This is an optimization exercise on Yosys and OpenROAD, whose aim is small area, a short achievable clock period and few clock cycles per item, not a production implementation. The RTL was checked by simulation tests, not by an equivalence proof against the original design. No activity file was given, so power comes from the tool's default toggle rates.

// seq_ack_window_tracker
module seq_ack_window_tracker #(
  parameter int ACK_WIDTH    = 64,
  parameter int FLIGHT_DEPTH = 32,
  parameter int RX_WINDOW    = 128
) (
  input  wire logic                          clk,
  input  wire logic                          rst_n,
  input  wire logic                          cfg_wr_en,
  input  wire logic [sawt_pkg::SESS_W-1:0]   cfg_wr_data,
  input  wire logic                          in_valid,
  output logic                               in_stall,
  input  wire logic [1:0]                    in_operation,
  input  wire logic [sawt_pkg::SESS_W-1:0]   in_hdr_session,
  input  wire logic [sawt_pkg::SEQ_W-1:0]    in_hdr_seq,
  input  wire logic                          in_hdr_ack_valid,
  input  wire logic [sawt_pkg::SEQ_W-1:0]    in_hdr_highest_ack,
  input  wire logic [sawt_pkg::MASK_W-1:0]   in_hdr_ack_mask,
  output logic                               out_valid,
  input  wire logic                          out_stall,
  output logic                               out_kind,
  output logic [sawt_pkg::STS_W-1:0]         out_status,
  output logic [sawt_pkg::SEQ_W-1:0]         out_seq,
  output logic                               out_acked,
  output logic                               out_rx_seq_valid,
  output logic [sawt_pkg::SEQ_W-1:0]         out_rx_seq,
  ...
Settings: LEC_CHECK=0, CAP_MARGIN=20, CORE_MARGIN=2, CORE_UTILIZATION=58, CTS_CLUSTER_DIAMETER=100, CTS_CLUSTER_SIZE=24, SETUP_SLACK_MARGIN=4.3, SLEW_MARGIN=20; clock period 7.0 ns.
run.sh (not shown) runs the stock make flow with config.mk's settings and CLKGATE_MAP_FILE= SYNTH_SCRIPT=/design/flow/synth_recipe.tcl, a recipe that flattens the netlist after the stock synthesis.
Testbench counts at the start, summed over its fixed seeds: cycles 11,803, items 8,000.
Change:
--- a/flow/design.v
+++ b/flow/design.v
@@ -266,15 +266,15 @@
   logic [SW-1:0]   key_r;        
   logic [AW-1:0]   p2_cnt;
   logic [ACK_WIDTH-1:0] p2_mask;
   logic            p2_bupd;
   logic            p2_bclr;
   logic            p2_shz;
   logic [AW-1:0]   p2_sh;
-  logic [ND-1:0]   m_r;
+  logic [ND-1:0]   m_r;          
   logic            out_valid_r;
   logic            out_kind_r;
   logic [2:0]      out_status_r;
   logic [SW-1:0]   out_seq_r;
   logic            out_acked_r;
   logic            out_rxv_r;
   logic [SW-1:0]   out_rxs_r;
@@ -346,15 +346,15 @@
   logic          out_free;
   logic          p2_step;
   logic [ND-1:0] hit;
   logic [ND-1:0] hit_oh;
   logic          hit_any, hit_nack, emit_note;
   always_comb begin
     logic seen;
-    hit  = m_r & used_r;
+    hit  = m_r;
     seen = 1'b0;
     for (int i = 0; i < ND; i++) begin
       hit_oh[i] = hit[i] && !seen;
       seen      = seen || hit[i];
     end
     hit_any   = seen;
     hit_nack  = |(hit_oh & noack_r);
@@ -541,15 +541,15 @@
       p2_shz  <= p1_sh[6] || (p1_sh == '0);
       p2_sts  <= sawt_pkg::STS_OK;
       p2_rx   <= d_alloc;
       p2_full <= d_full;
       p2_cur  <= d_alloc ? txn : pstart_r[SW-1:0];
       p2_cnt  <= d_full ? AW'(ND - 1) : p1_cnt[AW-1:0];
       p2_mask <= inq_mask;
-      m_r     <= match;
+      m_r     <= match & used_r;
       case (inq_op)
         sawt_pkg::OP_INCOMING: begin
           if (!inq_sok) begin
             p2_sts <= sawt_pkg::STS_BAD_SESSION;
           end else if (!q_rx_ok) begin
             p2_sts <= sawt_pkg::STS_BAD_SEQ;
           end else if (inq_ackv && q_fatal) begin
@@ -565,15 +565,15 @@
         end
         default: begin
         end
       endcase
     end else if (p2_step && p2_walk) begin
       p2_cur <= key_r;
       p2_cnt <= p2_cnt - AW'(1);
-      m_r    <= match;
+      m_r    <= match & used_r;
     end
     if (p1_go) begin
       wr_sel_r <= free_oh;
     end
     if (p2_walk_nxt) begin
       if (p1_go) begin
         key_r <= pst_inc[SW-1:0];
=> The changed run completed without violations. Cell area goes down slightly. Die area hardly moves. Utilization fell by 0.90 points. Final cell count hardly moves. Via count came out lower slightly. Clock skew grows by 0.0095 ns. Flip-flop and latch count does not change. Routed wire length went up slightly. Clock power is lower slightly. Non-clock buffer count fell by 43. Clock-buffer cell count came out higher by 4. Global-route usage came out higher by 0.13 points.
Testbench counts after the change, summed over its fixed seeds: cycles 11,803, items 8,000.


RTL: one of the versions met above, not the one the previous note started from.
Size in the first run: about 5400 cells after synthesis, ~260 I/O pins, about 0.070 mm2 of cells after synthesis.
make LEC_CHECK=0 CAP_MARGIN=20 CORE_MARGIN=2 CORE_UTILIZATION=50 CTS_CLUSTER_DIAMETER=100 CTS_CLUSTER_SIZE=24 SETUP_SLACK_MARGIN=4.3 SLEW_MARGIN=20 finish   # period 7.0 ns
Testbench counts at the start, summed over its fixed seeds: cycles 11,803, items 8,000.
Next try:
--- a/flow/design.v
+++ b/flow/design.v
@@ -264,19 +264,19 @@
   logic            p2_full;
   logic [SW-1:0]   p2_cur;
   logic [SW-1:0]   key_r;        
   logic [AW-1:0]   p2_cnt;
   logic [ACK_WIDTH-1:0] p2_mask;
   logic            p2_bupd;
   logic            p2_bclr;
   logic            p2_shz;
   logic [AW-1:0]   p2_sh;
-  logic [ND-1:0]   m_r;          
+  logic [ND-1:0]   m_r;
   logic            out_valid_r;
   logic            out_kind_r;
   logic [2:0]      out_status_r;
   logic [SW-1:0]   out_seq_r;
   logic            out_acked_r;
   logic            out_rxv_r;
   logic [SW-1:0]   out_rxs_r;
   logic [ACK_WIDTH-1:0] out_rxb_r;
   logic            out_conn_r;
@@ -344,19 +344,19 @@
     d_noack  = (inq_op == sawt_pkg::OP_NOACK);
   end
   logic          out_free;
   logic          p2_step;
   logic [ND-1:0] hit;
   logic [ND-1:0] hit_oh;
   logic          hit_any, hit_nack, emit_note;
   always_comb begin
     logic seen;
-    hit  = m_r;
+    hit  = m_r & used_r;
     seen = 1'b0;
     for (int i = 0; i < ND; i++) begin
       hit_oh[i] = hit[i] && !seen;
       seen      = seen || hit[i];
     end
     hit_any   = seen;
     hit_nack  = |(hit_oh & noack_r);
     emit_note = hit_any && !hit_nack;
   end
@@ -539,19 +539,19 @@
       p2_bclr <= d_clr;
       p2_sh   <= p1_sh[AW-1:0];
       p2_shz  <= p1_sh[6] || (p1_sh == '0);
       p2_sts  <= sawt_pkg::STS_OK;
       p2_rx   <= d_alloc;
       p2_full <= d_full;
       p2_cur  <= d_alloc ? txn : pstart_r[SW-1:0];
       p2_cnt  <= d_full ? AW'(ND - 1) : p1_cnt[AW-1:0];
       p2_mask <= inq_mask;
-      m_r     <= match & used_r;
+      m_r     <= match;
       case (inq_op)
         sawt_pkg::OP_INCOMING: begin
           if (!inq_sok) begin
             p2_sts <= sawt_pkg::STS_BAD_SESSION;
           end else if (!q_rx_ok) begin
             p2_sts <= sawt_pkg::STS_BAD_SEQ;
           end else if (inq_ackv && q_fatal) begin
             p2_sts <= sawt_pkg::STS_FATAL_GAP;
           end
@@ -563,19 +563,19 @@
             p2_sts <= sawt_pkg::STS_TABLE_FULL;
           end
         end
         default: begin
         end
       endcase
     end else if (p2_step && p2_walk) begin
       p2_cur <= key_r;
       p2_cnt <= p2_cnt - AW'(1);
-      m_r    <= match & used_r;
+      m_r    <= match;
     end
     if (p1_go) begin
       wr_sel_r <= free_oh;
     end
     if (p2_walk_nxt) begin
       if (p1_go) begin
         key_r <= pst_inc[SW-1:0];
       end else if (p2_step) begin
         key_r <= key_inc[SW-1:0];
The new run finished clean; global-route usage hardly moves; clock power rose by about 1%; first-iteration DRC count rose by 3.7%; hold slack gets better by 0.019 ns; fmax stays flat; count of clock-buffer cells in the layout rose by 5; setup slack gets worse by 0.0051 ns.
Testbench counts after the change, summed over its fixed seeds: cycles 11,803, items 8,000.

[what the ideal ports hide]
How much do the figures lean on ideal ports? The routed layouts below were timed once more, with nothing changed but the port constraints.
Step 1: set_driving_cell puts a clkbuf_16 on clk and a buf_2 on each other input, an assumption about the parent block.
Step 2 times the ports against the registers' clock, not the clock port: input delays grow and output delays shrink by t, the midpoint of the rising clock arrivals with the driver on.
a / b / c = no drivers / after step 1 / after step 2; a / b = the first two.
run | t, ns | setup slack, ns | worst hold slack (ns)
the first run of note 1 | 0.770 | 4.169 / 4.092 / 3.459 | 0.414 / 0.414 / 0.414
the second run of note 1 | 0.764 | 4.194 / 4.188 / 3.460 | 0.424 / 0.424 / 0.424
the first run of note 2 | 0.789 | 4.197 / 4.158 / 3.409 | 0.405 / 0.405 / 0.405
the second run of note 2 | 0.784 | 4.192 / 4.176 / 3.512 | 0.425 / 0.425 / 0.425
After both steps setup and hold are still met in every run listed. The setup slack of the first run of note 2, which loses most, moves by -0.039 ns with the drivers and by -0.788 ns with both steps.
